This is an optimization exercise on Yosys and OpenROAD, whose aim is small area, a short achievable clock period and few clock cycles, not a production implementation.
Function was checked by simulation only, so behaviour that the tests miss may differ from the original.
No activity file was given, so power comes from the tool's default toggle rates.

===== flow/run.sh =====
#!/bin/bash
set -euo pipefail
export BUFFER_PORTS_ARGS="-buffer_cell sky130_fd_sc_hd__buf_1"
export CTS_ARGS="-sink_clustering_enable -repair_clock_nets -dont_use_dummy_load -sink_clustering_size 24 -sink_clustering_max_diameter 80"
bash standard.sh > standard.log 2>&1

===== standard.sh =====
#!/bin/bash
# synth_recipe.tcl (not shown) runs the flow's synth.tcl, then flattens the netlist and writes it again
# the make line also repeats each setting of config.mk as NAME=value (left out here)
make -C /OpenROAD-flow-scripts/flow DESIGN_CONFIG=/design/flow/config.mk WORK_HOME=/design/flow/orfs CLKGATE_MAP_FILE= SYNTH_SCRIPT=/design/flow/synth_recipe.tcl "${@:-finish}"

===== config.mk =====
export PLATFORM = sky130hd
export DESIGN_NAME = blob_tracker_top
export DESIGN_NICKNAME = blob_tracker_top
export VERILOG_FILES = /design/flow/design.v
export SDC_FILE = /design/flow/constraint.sdc
export NUM_CORES = 4
export LEC_CHECK = 0
export CAP_MARGIN = 20
export CORE_MARGIN = 2
export CORE_UTILIZATION = 40
export SETUP_SLACK_MARGIN = 4.8
export SLEW_MARGIN = 20

===== constraint.sdc =====
create_clock -name core_clock -period 8.0 [get_ports {crystal_clk_div_by_two}]
set_input_delay 1.6000 -clock core_clock [delete_from_list [all_inputs] [get_ports {crystal_clk_div_by_two}]]
set_output_delay 1.6000 -clock core_clock [all_outputs]
set_load 0.01 [all_outputs]

===== design.v =====
`timescale 1ns/1ps
`timescale 1ns/1ps
`timescale 1ns/1ps
`timescale 1ns/1ps
`timescale 1ns/1ps
module blob_tracker_top (
	input  logic          crystal_clk_div_by_two,
	input  logic          reset,
	input  logic          start,
	input  logic          select_mode,	 
	input  logic          report_mode,	 
	input  logic [15:0]   minimum_blob_size,
	input  logic [15:0]   blob_count,
	output logic          psel,
	output logic          penable,
	output logic          pwrite,
	output logic [17:0]   paddr,
	output logic [31:0]   pwdata,
	input  logic [31:0]   prdata,
	input  logic          pready,
	output logic [191:0]  centroids,	 
	output logic          done
);
	localparam [1:0] PH_IDLE = 2'd0, PH_SCAN = 2'd1, PH_REP = 2'd2, PH_DONE = 2'd3;
	localparam [7:0] MAX_HEIGHT = 8'd120;	 
	logic [1:0]   ph;
	logic         w1;	 
	logic         ins;	 
	logic         ins2;	 
	logic [2:0]   beats;	 
	logic         sel_q;	 
	logic         rmode_q;	 
	logic [2:0]   code;	 
	logic         crow;	 
	assign crow = rmode_q ? code[1] : code[2];
	logic [15:0]  mreg;	 
	logic [15:0]  nidx;	 
	logic         lastq;	 
	logic         lastw;	 
	logic [2:0]   k;	 
	logic         cur_row;	 
	logic         rdp;	 
	logic [191:0] slots;
	logic [5:0]   full;	 
	logic [11:0]  hi;	 
	assign centroids = slots;
	assign pwdata    = {mreg, 16'h0000};
	assign done      = (ph == PH_DONE);
	logic cpl;	 
	logic bus_free;	 
	assign cpl      = psel && penable && pready;
	assign bus_free = !psel || (penable && pready);
	logic [7:0] pcode;
	logic       rel;
	assign pcode = prdata[7:0];
	assign rel   = rmode_q ? (pcode[7:2] == 6'd0 && (pcode[1] ^ pcode[0]))
	                       : (pcode[7:3] == 5'd0 && pcode[2:0] != 3'd0 && pcode[2:0] != 3'd7);
	logic [2:0] cmp;	 
	for (genvar j = 0; j < 3; j++) begin : g_cmp
		bt_gt16 u_gt (
			.a  (mreg),
			.b  (crow ? slots[32*(j+3)+16 +: 16] : slots[32*j+16 +: 16]),
			.gt (cmp[j])
		);
	end
	logic [5:0]  ld;	 
	logic [5:0]  sh;	 
	logic [31:0] fresh;
	logic        en;	 
	assign en = ins2;	 
	logic [15:0] tail_n;
	logic        tail_full;
	logic        rot;	 
	assign tail_n    = cur_row ? slots[5*32 +: 16] : slots[2*32 +: 16];
	assign tail_full = cur_row ? full[5] : full[2];
	assign rot = (ph == PH_REP) && (rdp ? cpl : (k != 3'd6 && !tail_full && !ins2));
	logic [17:0] radr;
	assign radr = cur_row ? {hi[11:10], tail_n} : {hi[5:4], tail_n};
	logic [17:0] cand_w2;
	assign cand_w2 = paddr - 18'd1;
	logic [15:0] ahi_inc;
	logic [2:0]  alo1, alo2, alo3;
	logic [17:0] ap1, ap2, ap3;
	assign ahi_inc = paddr[17:2] + 16'd1;
	assign alo1    = {1'b0, paddr[1:0]} + 3'd1;
	assign alo2    = {1'b0, paddr[1:0]} + 3'd2;
	assign alo3    = {1'b0, paddr[1:0]} + 3'd3;
	assign ap1     = {alo1[2] ? ahi_inc : paddr[17:2], alo1[1:0]};
	assign ap2     = {alo2[2] ? ahi_inc : paddr[17:2], alo2[1:0]};
	assign ap3     = {alo3[2] ? ahi_inc : paddr[17:2], alo3[1:0]};
	always_comb begin
		ld = 6'd0;
		sh = 6'd0;
		if (ph == PH_IDLE) begin
			ld = 6'b111111;
		end else begin
			if (en) begin
				if (!rmode_q) begin
					for (int s = 0; s < 6; s++)
						if (code == 3'(s + 1) && beats[s % 3])
							ld[s] = 1'b1;
				end else begin
					for (int r = 0; r < 2; r++)
						if (crow == r) begin
							ld[3*r]   = beats[0];
							sh[3*r+1] = beats[0];
							ld[3*r+1] = beats[1] && !beats[0];
							sh[3*r+2] = beats[1];
							ld[3*r+2] = beats[2] && !beats[1];
						end
				end
			end
			if (rot) begin
				ld[3*cur_row]   = 1'b1;
				sh[3*cur_row+1] = 1'b1;
				sh[3*cur_row+2] = 1'b1;
			end
		end
	end
	always_comb begin
		if (ph == PH_IDLE)
			fresh = {minimum_blob_size, 16'd0};
		else if (ph == PH_REP && !ins2)
			fresh = rdp ? prdata : 32'd0;
		else
			fresh = {mreg, cand_w2[15:0]};
	end
	always_ff @(posedge crystal_clk_div_by_two) begin
		for (int s = 0; s < 6; s++) begin
			if (sh[s]) begin
				slots[32*s +: 32] <= slots[32*(s-1) +: 32];
				full[s]           <= full[s-1];
				hi[2*s +: 2]      <= hi[2*(s-1) +: 2];
			end else if (ld[s]) begin
				slots[32*s +: 32] <= fresh;
				full[s]           <= (ph != PH_IDLE);	 
				hi[2*s +: 2]      <= cand_w2[17:16];
			end
		end
	end
	logic [15:0] nidx_inc;
	assign nidx_inc = nidx + 16'd1;
	always_ff @(posedge crystal_clk_div_by_two) begin
		if (ph == PH_IDLE)
			nidx <= 16'd0;
		else if (ph == PH_SCAN && cpl && !w1)
			nidx <= nidx_inc;
		lastq <= (nidx_inc == blob_count);
	end
	logic        rd_go;	 
	logic [17:0] paddr_nx;
	logic        paddr_en;
	assign rd_go = !rdp && k != 3'd6 && tail_full && bus_free && !ins;	 
	always_comb begin
		paddr_en = 1'b0;
		paddr_nx = radr;
		case (ph)
			PH_IDLE: begin
				paddr_en = bus_free && blob_count != 16'd0;
				paddr_nx = 18'h00100;
			end
			PH_SCAN: begin
				paddr_en = cpl;
				paddr_nx = w1 ? ap2 : rel ? ap1 : lastq ? radr : ap3;
			end
			PH_REP: begin
				paddr_en = rd_go;
			end
			default: ;
		endcase
	end
	always_ff @(posedge crystal_clk_div_by_two)
		if (!reset && start && paddr_en)
			paddr <= paddr_nx;
	always_ff @(posedge crystal_clk_div_by_two) begin
		if (reset) begin
			psel    <= 1'b0;
			penable <= 1'b0;
		end else if (psel && !penable) begin
			penable <= 1'b1;
		end else if (bus_free) begin
			psel    <= 1'b0;
			penable <= 1'b0;
		end
		ins    <= 1'b0;
		ins2   <= ins;
		beats  <= cmp;
		if (reset || !start) begin
			ph <= PH_IDLE;
		end else begin
			case (ph)
				PH_IDLE: begin
					sel_q   <= select_mode;
					rmode_q <= report_mode;
					w1      <= 1'b0;
					k       <= 3'd0;
					rdp     <= 1'b0;
					cur_row <= 1'b0;
					if (blob_count == 16'd0) begin
						ph <= PH_REP;
					end else if (bus_free) begin
						ph     <= PH_SCAN;
						psel   <= 1'b1;
						pwrite <= 1'b0;
					end
				end
				PH_SCAN: begin
					cur_row <= !crow;	 
					if (cpl) begin
						if (!w1) begin
							if (rel) begin
								code <= pcode[2:0];
							end
							lastw <= lastq;
							w1    <= rel;
							psel  <= 1'b1;
						end else begin
							mreg  <= !sel_q ? prdata[15:0] :
							         (prdata[23:16] > MAX_HEIGHT) ? 16'd0 : {8'd0, prdata[23:16]};
							ins   <= 1'b1;
							w1    <= 1'b0;
							psel  <= !lastw;	 
							if (lastw) begin
								ph      <= PH_REP;
								cur_row <= cur_row;
							end
						end
						if (!w1 && lastq && !rel) begin
							ph      <= PH_REP;
							cur_row <= cur_row;
							rdp     <= tail_full;
							psel    <= tail_full;
						end
					end
				end
				PH_REP: begin
					if (rdp) begin
						if (cpl) begin
							mreg   <= prdata[31:16];
							pwrite <= 1'b1;
							psel   <= 1'b1;
							rdp    <= 1'b0;
							k      <= k + 3'd1;
							if (k == 3'd2)
								cur_row <= !cur_row;
						end
					end else if (k != 3'd6) begin
						if (tail_full) begin
							if (rd_go) begin
								pwrite <= 1'b0;
								psel   <= 1'b1;
								rdp    <= 1'b1;
							end
						end else if (!ins2) begin
							k <= k + 3'd1;
							if (k == 3'd2)
								cur_row <= !cur_row;
						end
					end else if (bus_free) begin
						ph <= PH_DONE;
					end
				end
				default: ;	 
			endcase
		end
	end
endmodule
module bt_gt16 (
	input  logic [15:0] a,
	input  logic [15:0] b,
	output logic        gt
);
	logic [15:0] g0, l0;
	logic [7:0]  g1, l1;
	logic [3:0]  g2, l2;
	logic [1:0]  g3, l3;
	always_comb begin
		g0 = a & ~b;
		l0 = ~a & b;
		for (int i = 0; i < 8; i++) begin
			g1[i] = g0[2*i+1] | (~l0[2*i+1] & g0[2*i]);
			l1[i] = l0[2*i+1] | (~g0[2*i+1] & l0[2*i]);
		end
		for (int i = 0; i < 4; i++) begin
			g2[i] = g1[2*i+1] | (~l1[2*i+1] & g1[2*i]);
			l2[i] = l1[2*i+1] | (~g1[2*i+1] & l1[2*i]);
		end
		for (int i = 0; i < 2; i++) begin
			g3[i] = g2[2*i+1] | (~l2[2*i+1] & g2[2*i]);
			l3[i] = l2[2*i+1] | (~g2[2*i+1] & l2[2*i]);
		end
		gt = g3[1] | (~l3[1] & g3[0]);
	end
endmodule

==> reports/metrics.yaml, run 1 <==
hold_buffers: 0
worst-r2r-setup-slack_ns: 4.95
fin_crit_sh: 0.389
die_w_microns: 197
cp-endpoint: "paddr[13]$_DFFE_PP_"
sw_frac_of_total: 0.348
fin_util: 0.474
fin_ws_ns: 4.88
wire_per_inst_microns: 22.1
final_nets: 1837
die_y_microns: 197
grt_use_total: 0.246
pre_cts_ws_ns: 3.85
die-area_sq_mm: 0.0390
port_buffers: 299
routed_wl_microns: 49000
r2r_end: "slots[78]$_DFFE_PP_"
leakage_nw: 6.20
syn-cell-area_sq_mm: 0.0150
via_per_inst: 5.67
power_frac_clock: 0.199
ant_nets: 0
fill_cells: 3486
status: "finished clean"
setup-violations-final: 0
drive_gt1_frac: 0.0719
rr_startpoint: "paddr[2]$_DFFE_PP_"
syn2layout_area_growth_pct: 16.4
power.switching_mw: 1.47
avgSynthCellArea_sq_um: 10.1
multi_input_area_sq_mm: 0.00648
gr-total-overflow: 0
gp_congestion: 0.874
drv_slew: 0
drt_first_pass_iters: 5
hold_violations: 0
skew_ns: 0.0210
criticalPathCategory: "in2reg"
synth-edff-count: 257
hpwl_microns: 35500
yosys_warnings: 5
start_util: 0.408
clock_latency_ns: 0.51
dpl-instance-area_sq_mm: 0.0165
root_buffer: "clkbuf_16"
clk_pin_slew_ns: 0.08
synthArstFlopShare: 0
std_cell_rows: 70
critPathMaxFanout: 6
grt_setup_unrepaired: "true"
seqPwrFrac: 0.539
worst_pin_slew_ns: 1.08
final.setup.tns_ns: 0
io_pins: 316
worstPathCellList: "buf_2 > inv_6 > ha_4 > nand2b_4 > a221oi_4 > or3b_4 > buf_4 > nor2_4 > a21oi_4 > buf_4 > o22ai_1"
core_sq_mm: 0.0367
yosysSeqAreaShare: 0.551
critical_path.startpoint: "prdata[1]"
synthCells: 1486
cts_buffer_depth: 3
grt_max_degree: 81
yosysUniqueCellTypes: 65
synth_ff_type: "edfxtp_1"
cpPeakStageDelay_ns: 0.39
htreeDepth: 1
drc_errors: 0
powerDensity_mw_per_mm2: 242
cts.sinks: 283
fmax_ghz: 0.321
cp.arrival_ns: 3.36
numCtsBuffers: 17
worstSetupEndpointType: "register"
grt_pass1_wl_microns: 72800
fin_area_sq_mm: 0.0174
min_period_ns: 3.12
drtIter0Drc: 1179
diodes: 0
ff2ff_path_depth: 11
seqCellArea_sq_mm: 0.00824
antenna_found_initial: 0
max-cap-violations: 0
cp_common_cell: "buf_4"
internal_power_mw: 2.75
cp_slowest_cell: "a221oi_4"
cp.required_ns: 8.24
crit_path_start_kind: "primary input"
min_path_type: "reg2reg"
cts_tree: "built"
slew_headroom: 0.281
comb_power_share: 0.262
synth-seq-cells: 283
grt_pass1_vias: 12100
max-vdd-ir-drop_uv: 162
vias: 12600
## power groups by stage
stage	Combinational, mW	Clock (mW)	Sequential (mW)
final	1.11	0.840	2.27
after global routing	1.21	0.917	2.31
after CTS	1.10	0.853	2.27
after detailed placement	1.07	0	2.31
after global placement	1.05	0	2.30
after floorplan	0.504	0	2.35
## cell usage after synthesis (all sizes together) (32+ instances only)
library cell	instances	area, sq um
edfxtp	257	7720
nand2	217	815
o21ai	158	791
nor2	104	393
nand3	94	470
clkbuf	73	274
a21oi	71	355
inv	55	206
mux2i	54	541
buf	36	229
xor2	34	298
nand2b	32	200
## per-stage QoR
step	hold WS (ns)	power [mW]	cells
after floorplan	0.322	2.86	1501
after global placement	0.327	3.35	2172
after detailed placement	0.334	3.37	2173
after CTS	0.350	4.22	2205
after global routing	0.368	4.44	2220
final	0.350	4.22	2220
## timing repair
item                                    4_1_cts  5_1_grt
pin swaps                                     6        6
gates cloned                                  7        1
setup buffers                                 8       14
resized for setup                            26       21
endpoints found under the setup margin      285      203
## routing by layer
| metal | up-vias | part of all wire | GRT usage |
|---|---|---|---|
| met2 | 562 | 0.49 | 0.428 |
| li1 | 5877 | - | - |
| met1 | 6085 | 0.40 | 0.319 |
| met5 | - | 0 | 0 |
| met3 | 53 | 0.095 | 0.0511 |
| met4 | 0 | 0.017 | 0.0482 |
## placed cells by master (no fill, tap or decap), drive strengths merged, types with 8 or more instances in the layout
master,count
inv,55
a31oi,8
maj3,17
o22ai,23
clkbuf,17
a211oi,19
a221o,9
nand2,217
nand3,97
buf,335
xnor2,29
and3,8
conb,16
nor2b,17
nand4,14
o21ai,159
mux2i,54
nand2b,32
edfxtp,257
nor2,108
a22o,9
dfxtp,26
xor2,34
ha,13
nor3,22
a21oi,71
## critical path, delay by kind of cell
| kind | cells | cell delay, ns |
|---|---|---|
| compound gates | 3 | 0.63 |
| buf+inv | 4 | 0.54 |
| fa+ha+maj | 1 | 0.26 |
| simple gates | 3 | 0.31 |
## flip-flops by register name, summed over array words and instances, names as in the netlist, 2 cells and up
signal / count
beats: 3
code: 3
full: 6
hi: 12
k: 3
mreg: 16
nidx: 16
paddr: 18
ph: 2
slots: 192
## how the worst min path moves through the flow
stage	startpoint	end	slack (ns)	depth (start not counted)
2_1_floorplan	ins$_SDFF_PP0_	ins2$_DFF_P_	0.32	0
3_3_place_gp	ins$_SDFF_PP0_	ins2$_DFF_P_	0.33	0
3_5_place_dp	ins$_SDFF_PP0_	ins2$_DFF_P_	0.33	0
4_1_cts	ins$_SDFF_PP0_	ins2$_DFF_P_	0.35	0
5_1_grt	ins$_SDFF_PP0_	ins2$_DFF_P_	0.37	0
6_report	ins$_SDFF_PP0_	ins2$_DFF_P_	0.35	0
## kinds of logic after synthesis
| kind of cell | share of synthesized area |
|---|---|
| and+or+nand+nor | 0.168 |
| other | 0.000251 |
| muxes | 0.0399 |
| buffers and inverters | 0.0474 |
| xor gates and xnor gates | 0.0369 |
| adders and majority gates | 0.0223 |
| AOI/OAI and AO/OA | 0.134 |
| DFF | 0.551 |
## area by class of cell
cell class                      count  share of cell area
Multi-Input combinational cell   1062               0.372
Timing Repair Buffer              335              0.0836
Tap cell                          468              0.0336
Clock buffer                       17              0.0244
Sequential cell                   283               0.473
Inverter                           55              0.0126
Testbench counts, summed over its fixed seeds: cycles 21,467.
==> run 2: changes to the inputs <==
--- a/config.mk
+++ b/config.mk
@@ -8,5 +8,5 @@
 export CAP_MARGIN = 20
 export CORE_MARGIN = 2
 export CORE_UTILIZATION = 40
-export SETUP_SLACK_MARGIN = 4.8
+export SETUP_SLACK_MARGIN = 5
 export SLEW_MARGIN = 20
==> run 2 against run 1 <==
  * Sequential power about the same
  * Routed wire length increased by 1.5%
  * Die area unchanged
  * Design area increased by 2.3%
  * Global-route usage increased by 0.069 points
  * Count of clock-buffer cells in the layout increased by 2
  * Register-to-register slack improved by 0.05 ns
  * Flip-flop and latch count unchanged
  * Setup slack improved by 0.11 ns
  * Highest routed layer unchanged
  * Largest power group unchanged
  * Still clean
==> reports/metrics.yaml, run 2 <==
vias: 12700  # +0.66%
largest_register_ffs: 192  # unchanged
syn2layout_area_growth_pct: 19.0
synth-seq-cells: 283  # unchanged
numCtsBuffers: 19  # +2
synth.area.top_cells: "edfxtp_1 52%, nand2_1 5.4%, o21ai_0 5.2%, mux2i_1 3.6%, dfxtp_1 3.5%"
gr-total-overflow: 0  # unchanged
drive_gt1_frac: 0.0942  # +0.0223
critPathMaxFanout: 5  # -1
final.setup.tns_ns: 0  # unchanged
synth_most_common_cell: "edfxtp_1"
die_y_microns: 197  # unchanged
grt_setup_unrepaired: "true"
synth_ff_type: "edfxtp_1"
leakage_nw: 6.36  # +2.6%
crit_path_start_kind: "register"
synth-edff-count: 257  # unchanged
p_total_mw: 4.30  # +1.9%
die_w_microns: 197  # unchanged
synthArstFlopShare: 0  # unchanged
cts_buffer_depth: 3  # unchanged
cp.arrival_ns: 3.21  # -0.15 ns
min_path_type: "reg2reg"
status: "finished clean"
start_util: 0.408  # unchanged
holdWs_ns: 0.353  # +0.00238 ns
criticalPathCategory: "reg2reg"
routed_wl_microns: 49800  # +1.5%
grt_pass1_vias: 12100  # +0.56%
clock_latency_ns: 0.53  # +0.02 ns
fill_cells: 3482  # -0.11%
gp_congestion: 0.858  # -1.8%
skew_ns: 0.0373  # +0.0163 ns
hpwl_microns: 35300  # -0.46%
cts.sinks: 283  # unchanged
placed_cells: 2172  # -0.046%
drtIter0Drc: 1106  # -6.2%
fin_cells: 2242  # +0.99%
setup-violations-final: 0  # unchanged
final_nets: 1858  # +1.1%
synth.largest_area_cell: "edfxtp_1"
grt_pass1_wl_microns: 73200  # +0.51%
drv_slew: 0  # unchanged
slew_headroom: 0.242  # -0.0393
mostFrequentLayoutCell: "buf_1"
cts_tree: "built"
drt_first_pass_iters: 7  # +2
yosys-top-cells-count: "257 x edfxtp_1, 217 x nand2_1, 155 x o21ai_0, 103 x nor2_1, 94 x nand3_1"
synthCells: 1486  # unchanged
fmax_ghz: 0.333  # +3.8%
die-area_sq_mm: 0.0390  # unchanged
yosys_warnings: 5  # unchanged
core_sq_mm: 0.0367  # unchanged
max-cap-violations: 0  # unchanged
netlist.area_leader.share: 0.516  # unchanged
fin_ws_ns: 5.00  # +0.115 ns
worstSetupEndpointType: "register"
std_cell_rows: 70  # unchanged
fin_util: 0.485  # +0.0108
yosysSeqAreaShare: 0.551  # unchanged
ant_nets: 0  # unchanged
hold_buffers: 0  # unchanged
wire_per_inst_microns: 22.2  # +0.54%
antenna_found_initial: 0  # unchanged
clk_pin_slew_ns: 0.08  # about the same
fin_crit_sh: 0.375  # -0.0143
powerDensity_mw_per_mm2: 242  # -0.33%
grt_max_degree: 80  # -1.2%
via_per_inst: 5.65  # -0.33%
dpl-instance-area_sq_mm: 0.0165  # +0.21%
worst_pin_slew_ns: 1.14  # +0.0589 ns
largest_register: "slots"
fin_area_sq_mm: 0.0178  # +2.3%
grt_use_total: 0.247  # +0.000687
port_buffers: 299  # unchanged
reg_top3: "slots: 192 flops, paddr: 18 flops"
hold_violations: 0  # unchanged
yosysUniqueCellTypes: 65  # unchanged
max-vdd-ir-drop_uv: 204  # +26%
htreeDepth: 1  # unchanged
cp.required_ns: 8.21  # -0.03 ns
pre_cts_ws_ns: 3.91  # +0.0631 ns
final_cell_mix: "294 x buf_1, 257 x edfxtp_1, 210 x nand2_1, 152 x o21ai_0, 96 x nor2_1"
min_period_ns: 3.00  # -0.115 ns
syn-cell-area_sq_mm: 0.0150  # unchanged
avgSynthCellArea_sq_um: 10.1  # unchanged
io_pins: 316  # unchanged
root_buffer: "clkbuf_16"
drc_errors: 0  # unchanged
[run 2: timing repair]
item                                    CTS  global route
resized for setup                        40            43
setup buffers                            18            21
pin swaps                                14            11
gates cloned                              8             3
endpoints found under the setup margin  317           221
[run 2: critical path, stage by stage, from the launching register on]
cell      delay [ns]
edfxtp_1        0.46
inv_1           0.09
ha_2            0.18
nand2_2         0.05
or4_4           0.43
or4_4           0.44
or4_4           0.47
nor2_4          0.12
xor2_2          0.08
a22oi_2         0.15
buf_6           0.16
a211oi_2        0.06
[run 2: routing by layer]
metal / share of wire / global-route usage
met5: 0 / 0
met1: 0.39 / 0.320
met2: 0.49 / 0.423
met4: 0.027 / 0.0652
met3: 0.094 / 0.0490
[run 2: final timing paths]
check | start | to | slack (ns) | cells past startpoint
max | paddr[2]$_DFFE_PP_ | slots[46]$_DFFE_PP_ | 5.00 | 11
max reg2reg | paddr[2]$_DFFE_PP_ | slots[46]$_DFFE_PP_ | 5.00 | 11
min | ins$_SDFF_PP0_ | ins2$_DFF_P_ | 0.35 | 0
min reg2reg | ins$_SDFF_PP0_ | ins2$_DFF_P_ | 0.35 | 0
[run 2: power breakdown]
| part | internal, mW | switching, mW | leakage [nW] | total, mW |
|---|---|---|---|---|
| Combinational | 0.356 | 0.786 | 3.19 | 1.14 |
| Sequential | 2.02 | 0.233 | 2.94 | 2.26 |
| Clock | 0.423 | 0.479 | 0.234 | 0.902 |
[run 2: layout make-up]
class	instances	area (sq um)	share of cell area
sequential	283	8240	0.463
multi-input combinational	1064	6640	0.373
timing repair buffer	352	1640	0.0919
tap	468	586	0.0329
clock buffer	19	475	0.0267
inverter	55	219	0.0123
antenna	1	2.50	0.000141
[run 2: logic make-up after synthesis]
| family | Yosys count | synth area share |
|---|---|---|
| other cells | 1 | 0.000251 |
| buf+inv | 164 | 0.0474 |
| compound gates | 340 | 0.134 |
| simple gates | 546 | 0.168 |
| fa+ha+maj | 30 | 0.0223 |
| flops | 283 | 0.551 |
| xor+xnor | 63 | 0.0369 |
| mux | 59 | 0.0399 |

## separate check: timing with driven ports
The flow's constraints put no driver on any port. The routed layouts listed below were extracted and timed again, unchanged, in two steps. Step 1 sets driving cells, clkbuf_16 on the clock port and buf_2 on the other inputs (assumed; they add their load-dependent delay and slew). Step 2 also shifts input and output timing later by t, the mid clock arrival at the registers, as if the neighbouring blocks saw the same clock. a / b / c = ideal / step 1 / step 2; a / b = the first two.
run | shift t [ns] | slack for setup (ns) | worst setup path after step 2 | latest minus earliest clock arrival (ns)
run 1 | 0.546 | 4.884 / 4.909 / 4.362 | input to register | 0.025 / 0.025
run 2 | 0.562 | 4.999 / 4.982 / 4.486 | input to register | 0.037 / 0.038
After both steps setup and hold are still met in every run listed. For run 1, which loses most, drivers alone change the setup slack by +0.025 ns; drivers and shift together by -0.522 ns.
